Background: an optimization exercise with open tools, aiming at small area. Do not read the settings as production practice.
In this exercise RTL edits were held to simulation tests only and were not proved equivalent to the original.
No driver is modelled on the clock port, so clocking that relies on it looks cheaper here than on a real chip.
No activity file was given, so power comes from the tool's default toggle rates.

## flow/run.sh

```bash
#!/bin/bash
# Layout: the standard ORFS flow (standard.sh), with
#  - inverters driving 16+ loads sized up before placement (pre_gp.tcl),
#  - resizer changes made during timing-driven global placement kept
#    virtual (the resize step after placement does the real repair),
#  - the port buffers inserted as the smallest buffer cell,
#  - clock tree sinks clustered 25 to a buffer (within 80 um), no dummy loads,
#  - slack-driven downsizing right after clock tree synthesis (post_cts.tcl);
#    the repair after global routing then restores the setup margin.
set -euo pipefail
here=$(pwd)
export PRE_GLOBAL_PLACE_TCL="$here/flow/pre_gp.tcl"
export GPL_KEEP_OVERFLOW=0
export BUFFER_PORTS_ARGS="-buffer_cell sky130_fd_sc_hd__buf_1"
export CTS_ARGS="-sink_clustering_enable -repair_clock_nets -sink_clustering_size 25 -sink_clustering_max_diameter 80 -dont_use_dummy_load"
export POST_CTS_TCL="$here/flow/post_cts.tcl"
bash standard.sh > "$here/standard_flow.log" 2>&1
```

## flow/post_cts.tcl

```tcl
# After clock tree synthesis: trade unneeded drive strength for area on
# paths with timing slack, then legalize the resized cells again.
estimate_parasitics -placement
repair_timing -recover_power 100 -verbose
detailed_placement
check_placement -verbose
```

## flow/pre_gp.tcl

```tcl
# Before global placement: inverters that drive 16 or more loads (the
# decoded row and select lines of the register file) are sized up so the
# lines need no extra buffering: the read-select lines, which sit on the
# longest path, to inv_4, the write lines to inv_2 (same area as inv_1).
set n2 0
set n4 0
foreach inst [get_cells *] {
  if {[get_property $inst ref_name] != "sky130_fd_sc_hd__inv_1"} continue
  set pin [get_pins -of_objects $inst -filter "direction == output"]
  set net [get_nets -of_objects $pin]
  set loads [get_pins -of_objects $net -filter "direction == input"]
  if {[llength $loads] < 16} continue
  set rd 0
  foreach l $loads {
    if {[string match "*a222oi*" [get_property [get_cells -of_objects $l] ref_name]]} { set rd 1; break }
  }
  if {$rd} {
    replace_cell $inst sky130_fd_sc_hd__inv_4
    incr n4
  } else {
    replace_cell $inst sky130_fd_sc_hd__inv_2
    incr n2
  }
}
puts "line drivers resized: $n4 to inv_4, $n2 to inv_2"
```

## standard.sh

```bash
#!/bin/bash
# synth_recipe.tcl (not shown) runs the flow's synth.tcl, then flattens the netlist and writes it again
# the make line also repeats each setting of config.mk as NAME=value (left out here)
make -C /OpenROAD-flow-scripts/flow DESIGN_CONFIG=/design/flow/config.mk WORK_HOME=/design/flow/orfs CLKGATE_MAP_FILE= SYNTH_SCRIPT=/design/flow/synth_recipe.tcl "${@:-finish}"
```

## config.mk

```make
export PLATFORM = sky130hd
export DESIGN_NAME = decode
export DESIGN_NICKNAME = decode
export VERILOG_FILES = /design/flow/design.v
export SDC_FILE = /design/flow/constraint.sdc
export NUM_CORES = 4
export LEC_CHECK = 0
export CAP_MARGIN = 20
export CORE_MARGIN = 2
export CORE_UTILIZATION = 55
export SETUP_SLACK_MARGIN = 0.2
export SLEW_MARGIN = 20
export SYNTH_HIERARCHICAL = 1
export SYNTH_MINIMUM_KEEP_SIZE = 0
```

## constraint.sdc

```tcl
create_clock -name core_clock -period 5.0 [get_ports {clk}]
set_input_delay 1.0000 -clock core_clock [delete_from_list [all_inputs] [get_ports {clk}]]
set_output_delay 1.0000 -clock core_clock [all_outputs]
set_load 0.01 [all_outputs]
```

## design.v

```verilog
package mips_pkg;
  localparam logic [5:0] OP_RTYPE = 6'h00;
  localparam logic [5:0] OP_J     = 6'h02;
  localparam logic [5:0] OP_JAL   = 6'h03;
  localparam logic [5:0] OP_BEQ   = 6'h04;
  localparam logic [5:0] OP_BNE   = 6'h05;
  localparam logic [5:0] OP_ADDIU = 6'h09;
  localparam logic [5:0] OP_ANDI  = 6'h0c;
  localparam logic [5:0] OP_ORI   = 6'h0d;
  localparam logic [5:0] OP_XORI  = 6'h0e;
  localparam logic [5:0] OP_LUI   = 6'h0f;
  localparam logic [5:0] OP_LB    = 6'h20;
  localparam logic [5:0] OP_LH    = 6'h21;
  localparam logic [5:0] OP_LW    = 6'h23;
  localparam logic [5:0] OP_LBU   = 6'h24;
  localparam logic [5:0] OP_LHU   = 6'h25;
  localparam logic [5:0] OP_SB    = 6'h28;
  localparam logic [5:0] OP_SH    = 6'h29;
  localparam logic [5:0] OP_SW    = 6'h2b;
  localparam logic [5:0] FUNCT_JR = 6'h08;
  localparam logic [31:0] NOP_INSN = 32'h00000000;
  typedef struct packed {
    logic [5:0]  opcode;
    logic [4:0]  rs;
    logic [4:0]  rt;
    logic [4:0]  rd;
    logic [4:0]  shamt;
    logic [5:0]  funct;
    logic [15:0] imm16;
    logic [25:0] target;
  } insn_fields_t;
  typedef struct packed {
    logic        valid;
    logic [31:0] pc;
    logic [31:0] insn;
  } if_id_t;
  typedef struct packed {
    logic        valid;
    logic [31:0] pc;
    logic [31:0] insn;
    logic [31:0] rs_data;
    logic [31:0] rt_data;
    logic [31:0] imm;
    logic [4:0]  dest_reg;
    logic        reg_write;
    logic        is_load;
  } id_ex_t;
  function automatic insn_fields_t fields(
    input logic [31:0] w
  );
    fields = {w[31:26], w[25:21], w[20:16], w[15:11],
              w[10:6], w[5:0], w[15:0], w[25:0]};
  endfunction
endpackage
module rf_ao22 (
  input  logic a, b, c, d,
  output logic y
);
  assign y = (a & b) | (c & d);
endmodule
module rf_aoi222 (
  input  logic a0, s0, a1, s1, a2, s2,
  output logic y
);
  assign y = ~((a0 & s0) | (a1 & s1) | (a2 & s2));
endmodule
module rf_nand2 (
  input  logic a0, s0,
  output logic y
);
  assign y = ~(a0 & s0);
endmodule
module rf_join (
  input  logic [10:0] n,
  input  logic        q, h,
  output logic        y
);
  assign y = ~&n | (q & h);
endmodule
module rf_rdcol (
  input  logic [30:0] d,
  input  logic [30:0] s,
  input  logic        q,
  input  logic        h,
  output logic        y
);
  logic [10:0] n;
  for (genvar k = 0; k < 10; k++) begin : g_t
    rf_aoi222 u_t (
      .a0(d[3*k]),   .s0(s[3*k]),
      .a1(d[3*k+1]), .s1(s[3*k+1]),
      .a2(d[3*k+2]), .s2(s[3*k+2]),
      .y (n[k])
    );
  end
  rf_nand2 u_l (.a0(d[30]), .s0(s[30]), .y(n[10]));
  rf_join  u_j (.n(n), .q(q), .h(h), .y(y));
endmodule
module rf_inv (
  input  logic a,
  output logic y
);
  assign y = ~a;
endmodule
module rf_line (
  input  logic a, b,
  output logic y
);
  logic n;
  rf_nand2 u_n (.a0(a), .s0(b), .y(n));
  rf_inv   u_i (.a(n), .y(y));
endmodule
module rf_dec (
  input  logic        en,
  input  logic [4:0]  a,
  output logic [31:1] y
);
  logic [7:0] hi;
  logic [3:0] lo;
  always_comb begin
    for (int j = 0; j < 8; j++) hi[j] = en & (a[4:2] == j[2:0]);
    for (int k = 0; k < 4; k++) lo[k] = (a[1:0] == k[1:0]);
  end
  for (genvar i = 1; i < 32; i++) begin : g_l
    rf_line u_l (.a(hi[i/4]), .b(lo[i%4]), .y(y[i]));
  end
endmodule
module rf_decn (
  input  logic        en,
  input  logic [4:0]  a,
  output logic [31:1] y_n
);
  logic [7:0] hi;
  logic [3:0] lo;
  always_comb begin
    for (int j = 0; j < 8; j++) hi[j] = en & (a[4:2] == j[2:0]);
    for (int k = 0; k < 4; k++) lo[k] = (a[1:0] == k[1:0]);
  end
  for (genvar i = 1; i < 32; i++) begin : g_l
    rf_nand2 u_n (.a0(hi[i/4]), .s0(lo[i%4]), .y(y_n[i]));
  end
endmodule
module decode #(
  parameter logic [31:0] RESET_PC = 32'h80020000,
  parameter logic [31:0] NOP_INSN = mips_pkg::NOP_INSN
) (
  input  logic        clk,
  input  logic        rst,
  input  logic [31:0] pc_in,
  input  logic [31:0] insn_in,
  input  logic        stall_in,
  input  logic        flush,
  input  logic        wb_en,
  input  logic [4:0]  wb_addr,
  input  logic [31:0] wb_data,
  output logic        stall_out,
  output logic        valid_out,
  output logic [31:0] pc_out,
  output logic [31:0] insn_out,
  output logic [31:0] rs_data,
  output logic [31:0] rt_data,
  output logic [31:0] imm_out,
  output logic [4:0]  dest_reg,
  output logic        reg_write,
  output logic        is_load
);
  logic        if_valid;
  logic [31:0] if_pc;
  logic [31:0] if_insn;
  logic        ex_valid;
  logic [31:0] ex_pc;
  logic [31:0] ex_insn;
  logic [31:0] ex_rs;
  logic [31:0] ex_rt;
  logic [31:1][31:0] rf;
  logic        adv;       
  logic        ex_hold;   
  logic        if_keep;   
  logic        ex_ld;     
  logic        if_pc_hd;  
  logic        ex_pc_ld;  
  logic        ex_ld_op, ex_zext, if_uses_rt;
  logic [4:0]  ex_dest;
  logic [4:0]  ra1, ra2;
  function automatic logic f_uses_rt(input logic [5:0] op);
    f_uses_rt = (op == 6'h00) || (op == 6'h28) || (op == 6'h29) ||
                (op == 6'h2b) || (op == 6'h04) || (op == 6'h05);
  endfunction
  function automatic logic f_is_ld(input logic [5:0] op);
    f_is_ld = (op == 6'h20) || (op == 6'h21) || (op == 6'h23) ||
              (op == 6'h24) || (op == 6'h25);
  endfunction
  function automatic logic [4:0] f_dest(input logic [31:0] w);
    logic [5:0] op;
    op = w[31:26];
    if (op == 6'h00)
      f_dest = (w[5:0] == 6'h08) ? 5'd0 : w[15:11];
    else if ((op == 6'h09) || (op == 6'h0c) || (op == 6'h0d) ||
             (op == 6'h0e) || (op == 6'h0f) || f_is_ld(op))
      f_dest = w[20:16];
    else if (op == 6'h03)
      f_dest = 5'd31;
    else
      f_dest = 5'd0;
  endfunction
  assign ra1        = if_insn[25:21];
  assign ra2        = if_insn[20:16];
  assign if_uses_rt = f_uses_rt(if_insn[31:26]);
  assign ex_dest    = f_dest(ex_insn);
  assign ex_ld_op   = f_is_ld(ex_insn[31:26]);
  assign ex_zext    = (ex_insn[31:26] == 6'h0c) || (ex_insn[31:26] == 6'h0d) ||
                      (ex_insn[31:26] == 6'h0e);
  assign stall_out = if_valid && ex_valid && ex_ld_op &&
    ex_insn[20:16] != 5'd0 &&
    (ex_insn[20:16] == ra1 || (if_uses_rt && ex_insn[20:16] == ra2));
  assign ex_hold  = ~rst & ~flush & stall_in;
  assign ex_ld    = ~rst & ~flush & ~stall_in & ~stall_out;
  assign adv      = ex_ld;
  assign if_keep  = ~rst & ~flush & (stall_in | stall_out);
  assign if_pc_hd = ~rst & ~adv;
  assign ex_pc_ld = ~rst & ~ex_hold;
  logic [31:1]       wen, whd, wsel_n;
  logic              nrst;
  logic [31:1][31:0] rf_d;
  assign nrst = ~rst;
  rf_dec  u_wen (.en(wb_en & nrst), .a(wb_addr), .y(wen));
  rf_decn u_wsl (.en(wb_en), .a(wb_addr), .y_n(wsel_n));
  for (genvar i = 1; i < 32; i++) begin : g_whd
    rf_line u_l (.a(wsel_n[i]), .b(nrst), .y(whd[i]));
  end
  for (genvar i = 1; i < 32; i++) begin : g_row
    for (genvar b = 0; b < 32; b++) begin : g_bit
      rf_ao22 u_d (.a(wb_data[b]), .b(wen[i]), .c(rf[i][b]), .d(whd[i]),
                   .y(rf_d[i][b]));
    end
  end
  always_ff @(posedge clk) rf <= rf_d;
  logic [30:0] s1, s2;
  logic [31:0] rs_d, rt_d;
  rf_dec u_rs_dec (.en(ex_ld), .a(ra1), .y(s1));
  rf_dec u_rt_dec (.en(ex_ld), .a(ra2), .y(s2));
  for (genvar b = 0; b < 32; b++) begin : g_rd
    logic [30:0] c;
    for (genvar i = 1; i < 32; i++) begin : g_c
      assign c[i-1] = rf_d[i][b];
    end
    rf_rdcol u_rs (.d(c), .s(s1), .q(ex_rs[b]), .h(ex_hold), .y(rs_d[b]));
    rf_rdcol u_rt (.d(c), .s(s2), .q(ex_rt[b]), .h(ex_hold), .y(rt_d[b]));
  end
  logic [31:0] if_insn_d, if_pc_d, ex_insn_d, ex_pc_d;
  for (genvar b = 0; b < 32; b++) begin : g_pipe
    rf_ao22 u_ii (.a(insn_in[b]), .b(adv), .c(if_insn[b]), .d(if_keep),
                  .y(if_insn_d[b]));
    rf_ao22 u_ei (.a(if_insn[b]), .b(ex_ld), .c(ex_insn[b]), .d(ex_hold),
                  .y(ex_insn_d[b]));
    if (RESET_PC[b]) begin : g_one
      assign if_pc_d[b] = (pc_in[b] & adv) | (if_pc[b] & if_pc_hd) | rst;
      assign ex_pc_d[b] = (if_pc[b] & ex_pc_ld) | (ex_pc[b] & ex_hold) | rst;
    end else begin : g_zero
      rf_ao22 u_ip (.a(pc_in[b]), .b(adv), .c(if_pc[b]), .d(if_pc_hd),
                    .y(if_pc_d[b]));
      rf_ao22 u_ep (.a(if_pc[b]), .b(ex_pc_ld), .c(ex_pc[b]), .d(ex_hold),
                    .y(ex_pc_d[b]));
    end
  end
  always_ff @(posedge clk) begin
    if_valid <= adv | (if_keep & if_valid);
    if_insn  <= if_insn_d;
    if_pc    <= if_pc_d;
    ex_valid <= (if_valid & ex_ld) | (ex_valid & ex_hold);
    ex_insn  <= ex_insn_d;
    ex_pc    <= ex_pc_d;
    ex_rs    <= rs_d;
    ex_rt    <= rt_d;
  end
  assign valid_out = ex_valid;
  assign pc_out    = ex_pc;
  assign insn_out  = ex_insn;
  assign rs_data   = ex_rs;
  assign rt_data   = ex_rt;
  assign imm_out   = {{16{ex_insn[15] & ~ex_zext}}, ex_insn[15:0]};
  assign dest_reg  = ex_dest;
  assign reg_write = ex_valid && ex_dest != 5'd0;
  assign is_load   = ex_valid && ex_ld_op;
endmodule
```

==> results.txt <==
==> flip-flops by register name, summed over array words and instances, names as in the netlist <==
register  flops
ex_insn      32
ex_pc        32
ex_rs        32
ex_rt        32
ex_valid      1
if_insn      32
if_pc        32
if_valid      1
rf          992
==> worst min-delay path by stage <==
stage | endpoint | slack (ns) | cells after the start
5_1_grt | if_pc[5] | 0.50 | 1
3_5_place_dp | ex_pc[17] | 0.45 | 2
3_3_place_gp | ex_pc[17] | 0.44 | 2
2_1_floorplan | ex_pc[31] | 0.44 | 2
6_report | ex_pc[17] | 0.47 | 2
==> cell type report <==
cell class | instances | area, um2
fillers | 6389 | 31390
inverters | 130 | 638.1
repair buffers | 312 | 1834
diodes | 3 | 7.507
clock buffers | 54 | 1351
flip-flops and latches | 1186 | 23740
multi-input cells | 2375 | 19990
well taps | 1060 | 1326
==> stage by stage <==
stage | worst slack, ns | power (mW) | hold WS, ns
finish | 0.2949 | 15.33 | 0.4745
global route | 0.07950 | 15.61 | 0.5034
detailed placement | 0.4279 | 10.53 | 0.4511
global placement | -4.905 | 10.49 | 0.4437
floorplan | 0.9020 | 10.07 | 0.4427
==> placed cells by master (no fill, tap or decap), drive strengths merged, types with 8 or more instances in the layout <==
| cell | netlist | routed |
|---|---|---|
| nor2 | 14 | 14 |
| and4bb | 12 | 12 |
| nand2 | 224 | 224 |
| inv | 130 | 130 |
| a22o | 1116 | 1116 |
| and4b | 13 | 13 |
| nand3 | 64 | 64 |
| o21ai | 13 | 13 |
| dfxtp | 1186 | 1186 |
| clkbuf | 3 | 68 |
| nor2b | 13 | 13 |
| a222oi | 640 | 640 |
| xor2 | 8 | 8 |
| a2111o | 64 | 64 |
| buf | 31 | 298 |
| nand4 | 128 | 128 |
| and2 | 7 | 8 |
==> Yosys cell counts (4+ instances only) <==
master / number / area, um2
and4_2: 4 / 40.04
buf_4: 31 / 232.7
o21ai_0: 12 / 60.06
nand4_1: 128 / 800.8
nor2_1: 14 / 52.55
a22o_1: 1116 / 9774
a32oi_1: 4 / 35.03
and4b_2: 12 / 135.1
nor4b_2: 4 / 60.06
nor2b_1: 13 / 81.33
xor2_1: 8 / 70.07
nand3_1: 64 / 320.3
dfxtp_1: 1186 / 23740
nand2_1: 224 / 840.8
a222oi_1: 640 / 6406
and2_1: 7 / 43.79
and4bb_2: 12 / 150.1
nor4bb_1: 4 / 40.04
or4_1: 5 / 37.54
o2111ai_1: 5 / 43.79
inv_1: 130 / 488.0
a2111o_1: 64 / 720.7
nor3_1: 5 / 25.02
==> critical path: stages, from the launching register on <==
cell and delay [ns]:
dfxtp_1 0.78, xor2_1 0.14, nor3_1 0.32, and4b_1 0.29, a211oi_1 0.10, and2_4 0.34
and4bb_2 0.31, nand2_1 0.12, inv_4 0.25, a222oi_1 0.51, nand4_1 0.78, a2111o_1 0.65
==> Yosys stat by module, one instance, submodules excluded, a selection <==
module	copies in the design	cells
decode	1	1321
rf_ao22	1116	1
rf_aoi222	640	1
rf_dec	3	12
rf_decn	1	12
rf_inv	124	1
rf_join	64	4
rf_nand2	219	1
==> power by group <==
part,total [mW],switching [mW],internal [mW]
registers,9.58,0.0482,9.53
logic,0.791,0.646,0.146
clock network,4.96,3.03,1.93
==> layer usage <==
metal	wire length [um]	share of wire
met1	72010	0.34
met2	84240	0.40
met3	34160	0.16
met4	19460	0.093
met5	205	0.00098
==> cells by family (layout without fill, tap and decap cells) <==
family,Yosys count,in the layout,share of synthesized area
xor+xnor,10,10,0.001970
simple gates,506,507,0.06110
buf+inv,164,496,0.01646
compound gates,1855,1855,0.3858
other cells,0,3,0
mux,3,3,0.0006754
flops,1186,1186,0.5340
==> results.py <==
metrics = {
    "die": {
        "start_util": 0.5538,
        "die_w_um": 288.3,
        "die-area_um2": 83130,
        "core_area_um2": 80290,
        "ios": 275,
        "num_rows": 104,
        "die_h_um": 288.3,
    },
    "global_routing": {
        "grtUsageTotal": 0.4809,
        "first_global_vias": 42270,
        "grt_pass1_wl_um": 294300,
        "antenna_found_initial": 6,
        "grt_busiest_layer": "met2",
        "grt_max_degree": 61,
        "use_met3": 0.2087,
        "overflow": 0,
        "use_met2": 0.6727,
        "met1_usage": 0.5832,
    },
    "timing": {
        "setup_viol": 0,
        "fin_crit_sh": 0.9410,
        "period_needed_ns": 4.705,
        "finalClockSkew_ns": 0.07798,
        "slew_violations": 0,
        "max_freq_ghz": 0.2125,
        "slew_headroom": 0.1891,
        "setup_tns_ns": 0,
        "hold_viol_final": 0,
        "rsz0062_at_grt": "yes",
        "worst_pin_slew_ns": 1.215,
    },
    "drt": {
        "drt_iter0_markers": 9865,
        "wl_per_cell_um": 41.03,
        "drt-total-wl_um": 210100,
        "post-route-drc-count": 0,
        "drtPass1Iterations": 17,
        "avgViaCountPerCell": 8.557,
        "ant_nets": 0,
        "vias": 43810,
    },
    "run": {
        "max_cap_viol_count": 0,
    },
    "yosys": {
        "synth-edff-count": 0,
        "syn_area_um2": 44460,
        "synth_cells": 3724,
        "yosys_warnings": 9,
        "avgSynthCellArea_um2": 11.94,
        "ys.flop_type": "dfxtp_1",
        "async_flop_share": 0,
        "synth_cell_types": 43,
        "synth_fp_nets": 3830,
        "ys_seq_area_frac": 0.5340,
        "synth_seq_cells": 1186,
    },
    "critical_path": {
        "r2r_slack_ns": 0.29,
        "endpoint_kind": "flip-flop",
        "crit_type": "flip-flop to flip-flop",
        "critPathArrivalTime_ns": 5.28,
        "endpoint": "ex_rs[18]",
        "worstReg2RegStart": "if_insn[25]",
        "worstPathMaxFanout": 32,
        "worstSetupStartpoint": "if_insn[25]",
        "r2r_end": "ex_rs[18]",
        "cp-start-kind": "flip-flop",
        "ff2ff_path_depth": 11,
        "worstPathRequired_ns": 5.57,
    },
    "final_layout": {
        "fin_nets": 4165,
        "syn_to_final_growth_pct": 9.974,
        "stdcell_count": 5120,
        "final_util": 0.6090,
        "drive_gt1_frac": 0.07025,
        "fin_area_um2": 48890,
    },
    "worst_hold_path": {
        "worstHoldStart": "ex_pc[17]",
        "worstHoldPathType": "flip-flop to flip-flop",
    },
    "clock_network": {
        "cts_tree": "yes",
        "cts_sinks": 1186,
        "clkLatencyLatePin_ns": 0.69,
        "clk_pin_slew_ns": 0.10,
    },
    "placement": {
        "placed_area_um2": 46930,
        "dp_cells": 5032,
        "numPortBuffers": 274,
        "gp_congestion": 0.9268,
        "hpwl_um": 114000,
    },
    "outcome": {
        "status": "no timing/DRC/antenna violations",
    },
    "power_and_ir_drop": {
        "vdd_drop_max_mv": 0.2527,
        "p_leak_nw": 18.13,
        "power.density_nw_per_um2": 313.6,
    },
}

afterwards: timing with drivers on the ports:
No port has a modelled driver above. Below, the same layout with a new extraction and two added sets of constraints. Step 1: set_driving_cell puts a clkbuf_16 on clk and a buf_2 on each other input, an assumption about the parent block. Step 2, shift: input delay + t, output delay - t, t = (earliest + latest rising clock arrival at the registers) / 2. This alone moves slack from input paths to output paths. Slacks: no drivers / after step 1 / after step 2; pairs: no drivers / after step 1.
shift t [ns]: 0.736
slack for setup (ns): 0.295 / 0.295 / 0.020
slew at the worst register clock pin (ns): 0.11 / 0.11
cell pins on the clock port's net: 1
After both steps setup and hold are still met in this run. The setup slack of this run moves by 0.000 ns with the drivers and by -0.275 ns with both steps.
